This design comes from an exercise in tuning for small area on the open sky130 flow, not from production work.
The RTL was checked by simulation tests, not by an equivalence proof against the original design.
Power and IR drop assume default switching activity.

== build 37 ==
==> flow/design.v <==
package efuse_ctrl_pkg;
  typedef enum logic [2:0] {
    ST_IDLE      = 3'b000,
    ST_IDLE_DONE = 3'b001,
    ST_AUTO      = 3'b010,    
    ST_SETUP     = 3'b100,
    ST_STROBE    = 3'b101,
    ST_CAPTURE   = 3'b110,
    ST_DONE      = 3'b111
  } efuse_state_e;
  localparam int unsigned REG_CTRL     = 32'h00;
  localparam int unsigned REG_STATUS   = 32'h01;
  localparam int unsigned REG_STRB_CFG = 32'h02;
  localparam int unsigned SHADOW_BASE  = 32'h80;
  localparam int unsigned STRB_MIN = 1;
  function automatic logic [3:0] strb_sanitize(input logic [3:0] v);
    strb_sanitize = (v == 4'd0) ? 4'(STRB_MIN) : v;
  endfunction
endpackage
module efuse_aoi222 (
  input  logic a1, a2, b1, b2, c1, c2,
  output logic y
);
  assign y = ~((a1 & a2) | (b1 & b2) | (c1 & c2));
endmodule
module efuse_nand2 (
  input  logic a, b,
  output logic y
);
  assign y = ~(a & b);
endmodule
module efuse_nor2 (
  input  logic a, b,
  output logic y
);
  assign y = ~(a | b);
endmodule
module efuse_sel128 (
  input  logic [127:0] d_i,
  input  logic [127:0] oh_i,
  output logic         y_o
);
  logic [43:0] n1;    
  logic [10:0] o2;    
  logic [2:0]  n3;
  for (genvar g = 0; g < 42; g++) begin : g_l1
    efuse_aoi222 u (.a1(d_i[3*g]),   .a2(oh_i[3*g]),
                    .b1(d_i[3*g+1]), .b2(oh_i[3*g+1]),
                    .c1(d_i[3*g+2]), .c2(oh_i[3*g+2]), .y(n1[g]));
  end
  efuse_nand2 u_l1_126 (.a(d_i[126]), .b(oh_i[126]), .y(n1[42]));
  efuse_nand2 u_l1_127 (.a(d_i[127]), .b(oh_i[127]), .y(n1[43]));
  always_comb begin
    for (int i = 0; i < 10; i++) o2[i] = ~&n1[4*i +: 4];
    o2[10] = ~&n1[43:40];
    n3[0] = ~|o2[3:0];
    n3[1] = ~|o2[7:4];
    n3[2] = ~|o2[10:8];
    y_o   = ~&n3;
  end
endmodule
module efuse_load_ctrl
#(
  parameter  int EFUSE_BIT      = 1024,
  parameter  int APB_ADDR_WIDTH = 8,
  parameter  int APB_DATA_WIDTH = 8,
  parameter  int STRB_DEF       = 4,
  parameter  int AUTO_LOAD      = 1,
  localparam int EA_W           = $clog2(EFUSE_BIT)
) (
  input  logic                      clk,
  input  logic                      rstn,
  input  logic                      psel,
  input  logic                      penable,
  input  logic                      pwrite,
  input  logic [APB_ADDR_WIDTH-1:0] paddr,
  input  logic [APB_DATA_WIDTH-1:0] pwdata,
  output logic [APB_DATA_WIDTH-1:0] prdata,
  output logic                      pready,
  output logic                      pslverr,
  output logic                      efuse_csb,
  output logic [EA_W-1:0]           efuse_addr,
  output logic                      efuse_strobe,
  input  logic                      efuse_dout,
  output logic                      busy,
  output logic                      load_done
);
  efuse_ctrl_pkg::efuse_state_e state_q, state_d;
  logic [EA_W-1:0]      addr_q, addr_d;
  logic [3:0]           cnt_q;        
  logic [3:0]           slen_q;       
  logic                 start_req;
  logic                 start;
  logic                 busy_w, done_w;
  logic [1023:0]        ring_q;       
  logic [7:0]           cur_q;        
  logic [7:0]           prev_q;       
  logic [6:0]           h_q;          
  logic                 loading;
  logic [6:0]           ncur, ncur_m1, pidx;
  logic [3:0]           pm;           
  logic                 ins;
  logic [6:0]           rn;
  logic [6:0]           rsel;
  logic [7:0]           ring_byte;
  logic [7:0]           sh_byte;
  logic                 sh_valid;
  logic [7:0]           pmask;
  function automatic logic [6:0] slot(input logic [6:0] n, input logic [3:0] m);
    logic [3:0] prod;
    logic [3:0] tz;
    prod = m * n[3:0];
    tz   = {~|m[3:0], ~|m[2:0], ~|m[1:0], ~m[0]};
    slot = {prod, 3'b000} | {{n[0], n[1], n[2], n[3]} & tz, n[6:4]};
  endfunction
  logic       access;
  logic [3:0] strb_q, strb_d;
  assign access   = psel & penable;
  always_comb begin
    prdata    = '0;
    pslverr   = 1'b0;
    start_req = 1'b0;
    strb_d    = strb_q;
    if (access) begin
      if (paddr == 8'(efuse_ctrl_pkg::REG_CTRL)) begin
        if (pwrite) start_req = pwdata[0] & ~busy_w;
      end else if (paddr == 8'(efuse_ctrl_pkg::REG_STATUS)) begin
        if (pwrite) pslverr = 1'b1;
        else        prdata  = {6'b0, done_w, busy_w};
      end else if (paddr == 8'(efuse_ctrl_pkg::REG_STRB_CFG)) begin
        if (pwrite) begin
          if (busy_w) pslverr = 1'b1;
          else        strb_d  = efuse_ctrl_pkg::strb_sanitize(pwdata[3:0]);
        end else begin
          prdata = {4'b0, strb_q};
        end
      end else if (paddr[7]) begin
        if (pwrite) begin
          pslverr = 1'b1;
        end else begin
          prdata  = sh_byte;
          pslverr = busy_w;
        end
      end else begin
        pslverr = 1'b1;
      end
    end
  end
  always_ff @(posedge clk or negedge rstn) begin
    if (!rstn) strb_q <= 4'(STRB_DEF);
    else       strb_q <= strb_d;
  end
  assign busy_w       = state_q[2];
  assign done_w       = (state_q == efuse_ctrl_pkg::ST_IDLE_DONE);
  assign pready       = 1'b1;
  assign efuse_csb    = ~state_q[2] | (state_q == efuse_ctrl_pkg::ST_DONE);
  assign efuse_strobe = (state_q == efuse_ctrl_pkg::ST_STROBE);
  assign efuse_addr   = addr_q;
  assign busy         = busy_w;
  assign load_done    = done_w;
  assign start = ~state_q[2] & (start_req | (state_q == efuse_ctrl_pkg::ST_AUTO));
  always_comb begin
    state_d = state_q;
    addr_d  = addr_q;
    case (state_q)
      efuse_ctrl_pkg::ST_SETUP:   state_d = efuse_ctrl_pkg::ST_STROBE;
      efuse_ctrl_pkg::ST_STROBE:  if (cnt_q == 4'd1) state_d = efuse_ctrl_pkg::ST_CAPTURE;
      efuse_ctrl_pkg::ST_CAPTURE: begin
        if (addr_q == EA_W'(EFUSE_BIT - 1)) begin
          state_d = efuse_ctrl_pkg::ST_DONE;
        end else begin
          addr_d  = addr_q + EA_W'(1);
          state_d = efuse_ctrl_pkg::ST_SETUP;
        end
      end
      efuse_ctrl_pkg::ST_DONE:    state_d = efuse_ctrl_pkg::ST_IDLE_DONE;
      default: begin
        if (start) begin
          addr_d  = '0;
          state_d = efuse_ctrl_pkg::ST_SETUP;
        end
      end
    endcase
  end
  always_ff @(posedge clk or negedge rstn) begin
    if (!rstn) begin
      state_q <= (AUTO_LOAD != 0) ? efuse_ctrl_pkg::ST_AUTO : efuse_ctrl_pkg::ST_IDLE;
      addr_q  <= '0;
    end else begin
      state_q <= state_d;
      addr_q  <= addr_d;
    end
  end
  always_ff @(posedge clk) begin
    if (start) slen_q <= strb_q;
  end
  always_ff @(posedge clk) begin
    if (state_q == efuse_ctrl_pkg::ST_SETUP) cnt_q <= slen_q;
    else                                     cnt_q <= cnt_q - 4'd1;
  end
  assign loading = state_q[2] & ~(state_q == efuse_ctrl_pkg::ST_DONE);
  assign ncur    = addr_q[9:3];
  assign ncur_m1 = ncur - 7'd1;
  assign pidx    = ncur_m1;
  assign pm      = slen_q + 4'd2;
  always_ff @(posedge clk) begin
    if (state_q == efuse_ctrl_pkg::ST_STROBE) cur_q[addr_q[2:0]] <= efuse_dout;
  end
  always_ff @(posedge clk) begin
    if ((state_q == efuse_ctrl_pkg::ST_CAPTURE) && (addr_q[2:0] == 3'd7)) prev_q <= cur_q;
  end
  always_ff @(posedge clk) begin
    if (start) h_q <= {4'd0 - (strb_q + 4'd2), 3'b000};
    else       h_q <= h_q + 7'd1;
  end
  assign ins = loading && (h_q == slot(pidx, pm));
  always_ff @(posedge clk) begin
    ring_q <= {ring_q[1015:8], (ins ? prev_q : ring_q[7:0]), ring_q[1023:1016]};
  end
  assign rn        = paddr[6:0];
  assign rsel      = h_q - slot(rn, pm);
  logic [7:0]   sel_lo;    
  logic [15:0]  sel_hi;    
  logic [127:0] oh;
  always_comb begin
    for (int i = 0; i < 8; i++)  sel_lo[i] = (rsel[2:0] != 3'(i));
    for (int i = 0; i < 16; i++) sel_hi[i] = (rsel[6:3] != 4'(i));
  end
  for (genvar p = 0; p < 128; p++) begin : g_oh
    efuse_nor2 u_oh (.a(sel_hi[p / 8]), .b(sel_lo[p % 8]), .y(oh[p]));
  end
  for (genvar b = 0; b < 8; b++) begin : g_rd
    logic [127:0] col;
    for (genvar p = 0; p < 128; p++) begin : g_col
      assign col[p] = ring_q[8*p + b];
    end
    efuse_sel128 u_sel (.d_i(col), .oh_i(oh), .y_o(ring_byte[b]));
  end
  assign sh_valid  = (state_q[2] | state_q[0]) && (rn <= ncur);
  assign pmask     = {~loading, 7'b1111111 >> (3'd7 - addr_q[2:0])};
  always_comb begin
    if (!sh_valid)          sh_byte = '0;
    else if (rn == ncur)    sh_byte = cur_q & pmask;
    else if (loading && (rn == ncur_m1)) sh_byte = prev_q;
    else                    sh_byte = ring_byte;
  end
endmodule
clock: 12.0 ns
lec_check: 0
cap_margin: 0
core_margin: 2
core_utilization: 45
place_density: 0.65
slew_margin: 0
synth_hierarchical: 1
synth_minimum_keep_size: 0
standard.sh (not shown) runs the stock make flow with config.mk's settings and CLKGATE_MAP_FILE= SYNTH_SCRIPT=/design/flow/synth_recipe.tcl, a recipe that flattens the netlist after the stock synthesis.
==> flow/flow/run.sh <==
#!/bin/bash
# Own layout flow: the standard ORFS flow (standard.sh) with these changes:
#  - synthesis runs the standard flow's own script (synth_recipe.tcl) unchanged, except that
#    ABC maps the logic with flow/abc_area.script (SAT-based deep synthesis
#    for area, then ORFS's usual mapper, no ABC buffering or gate sizing), and
#    the adders are left to ABC instead of ORFS's adder cell mapping. Registers
#    are mapped before ABC runs, so they are the standard synthesis's;
#  - the port buffers are plain buf_1 cells;
#  - the clock tree has no dummy loads, with sink clusters of up to 20 flops.
# The make output goes to flow_make.log; ORFS keeps each step's log in orfs/logs.
set -euo pipefail
here=$(pwd)
{
  echo "proc abc {args} {"
  echo "  set i [lsearch -exact \$args -script]"
  echo "  if {\$i >= 0} { lset args [expr {\$i + 1}] {$here/flow/abc_area.script} }"
  echo "  yosys abc {*}\$args"
  echo "}"
  cat synth_recipe.tcl
} > flow_synth.tcl
bash standard.sh \
  "SYNTH_SCRIPT=$here/flow_synth.tcl" 'ADDER_MAP_FILE=' \
  'BUFFER_PORTS_ARGS=-buffer_cell sky130_fd_sc_hd__buf_1' \
  'CTS_ARGS=-sink_clustering_enable -repair_clock_nets -dont_use_dummy_load -sink_clustering_size 20 -sink_clustering_max_diameter 60 -buf_list sky130_fd_sc_hd__clkbuf_8' \
  finish > flow_make.log 2>&1
==> flow/flow/abc_area.script <==
&get -n
&st
&deepsyn -T 30
&dch
&nf -R 1000
&put
topo
stime -c
In summary, build 37 completed successfully, with a layout that passed the timing, design-rule and antenna checks.
The inputs of trial 3 differ from those of build 37 as listed below.
--- a/flow/design.v
+++ b/flow/design.v
@@ -204,19 +204,19 @@
   assign pidx    = ncur_m1;
   assign pm      = slen_q + 4'd2;
   always_ff @(posedge clk) begin
     if (state_q == efuse_ctrl_pkg::ST_STROBE) cur_q[addr_q[2:0]] <= efuse_dout;
   end
   always_ff @(posedge clk) begin
-    if ((state_q == efuse_ctrl_pkg::ST_CAPTURE) && (addr_q[2:0] == 3'd7)) prev_q <= cur_q;
+    if ((state_q == efuse_ctrl_pkg::ST_CAPTURE) && (addr_q[2:0] == 3'd7) && (addr_q[9:3] != 7'd127)) prev_q <= cur_q;
   end
   always_ff @(posedge clk) begin
     if (start) h_q <= {4'd0 - (strb_q + 4'd2), 3'b000};
     else       h_q <= h_q + 7'd1;
   end
-  assign ins = loading && (h_q == slot(pidx, pm));
+  assign ins = (h_q == slot(pidx, pm));
   always_ff @(posedge clk) begin
     ring_q <= {ring_q[1015:8], (ins ? prev_q : ring_q[7:0]), ring_q[1023:1016]};
   end
   assign rn        = paddr[6:0];
   assign rsel      = h_q - slot(rn, pm);
   logic [7:0]   sel_lo;    
@@ -238,10 +238,10 @@
   end
   assign sh_valid  = (state_q[2] | state_q[0]) && (rn <= ncur);
   assign pmask     = {~loading, 7'b1111111 >> (3'd7 - addr_q[2:0])};
   always_comb begin
     if (!sh_valid)          sh_byte = '0;
     else if (rn == ncur)    sh_byte = cur_q & pmask;
-    else if (loading && (rn == ncur_m1)) sh_byte = prev_q;
+    else if (rn == ncur_m1) sh_byte = prev_q;
     else                    sh_byte = ring_byte;
   end
 endmodule
[summary]
Trial 3 against build 37: width of the die roughly the same; share of power burned in combinational logic rose by 0.5 points; met2 track demand over resource rose 0.15 points; compound-gate portion of the synthesized area fell by 0.32 points. In trial 3 the mean instance size in the synthesized netlist turned out 0.046 um2 higher than in build 37. Global-route usage across build 37 and trial 3: no real change. Diff trial 3..build 37 | count of input and output buffers | unchanged. Diff build 37 -> trial 3: half-perimeter wire length of the detailed placement result went up by 0.88%, mean number of vias per cell flat. Per the comparison of trial 3 with build 37, setup slack after placement has increased; post-layout worst setup margin has increased; time the final worst path needs with I/O delays and setup has decreased.

==> port drivers added, routing unchanged <==
The flow's constraints put no driver on any port. The routed layouts listed below were extracted and timed again, unchanged, in two steps.
Step 1, drivers: a clkbuf_16 drives clk and a buf_2 each remaining input, both assumed.
Step 2 adds t to the input delays and takes it off the output delays; t is the mean of the earliest and latest rising clock arrival at the registers after step 1. Input paths then give back, and output paths get back, about the clock's delay inside the block.
a / b / c = no drivers / after step 1 / after step 2; a / b = the first two.
run	t (ns)	slack for setup (ns)	hold slack, ns	worst setup path after step 2	worst slew at a driven data input, ns
build 37	0.697	1.049 / 1.024 / 1.024	0.260 / 0.260 / 0.260	input to output	0.05
trial 3	0.699	1.539 / 1.500 / 1.500	0.276 / 0.276 / 0.276	input to output	0.04
After both steps every run listed still meets setup and hold. For trial 3, which loses most, drivers alone change the setup slack by -0.039 ns; drivers and shift together by -0.039 ns.
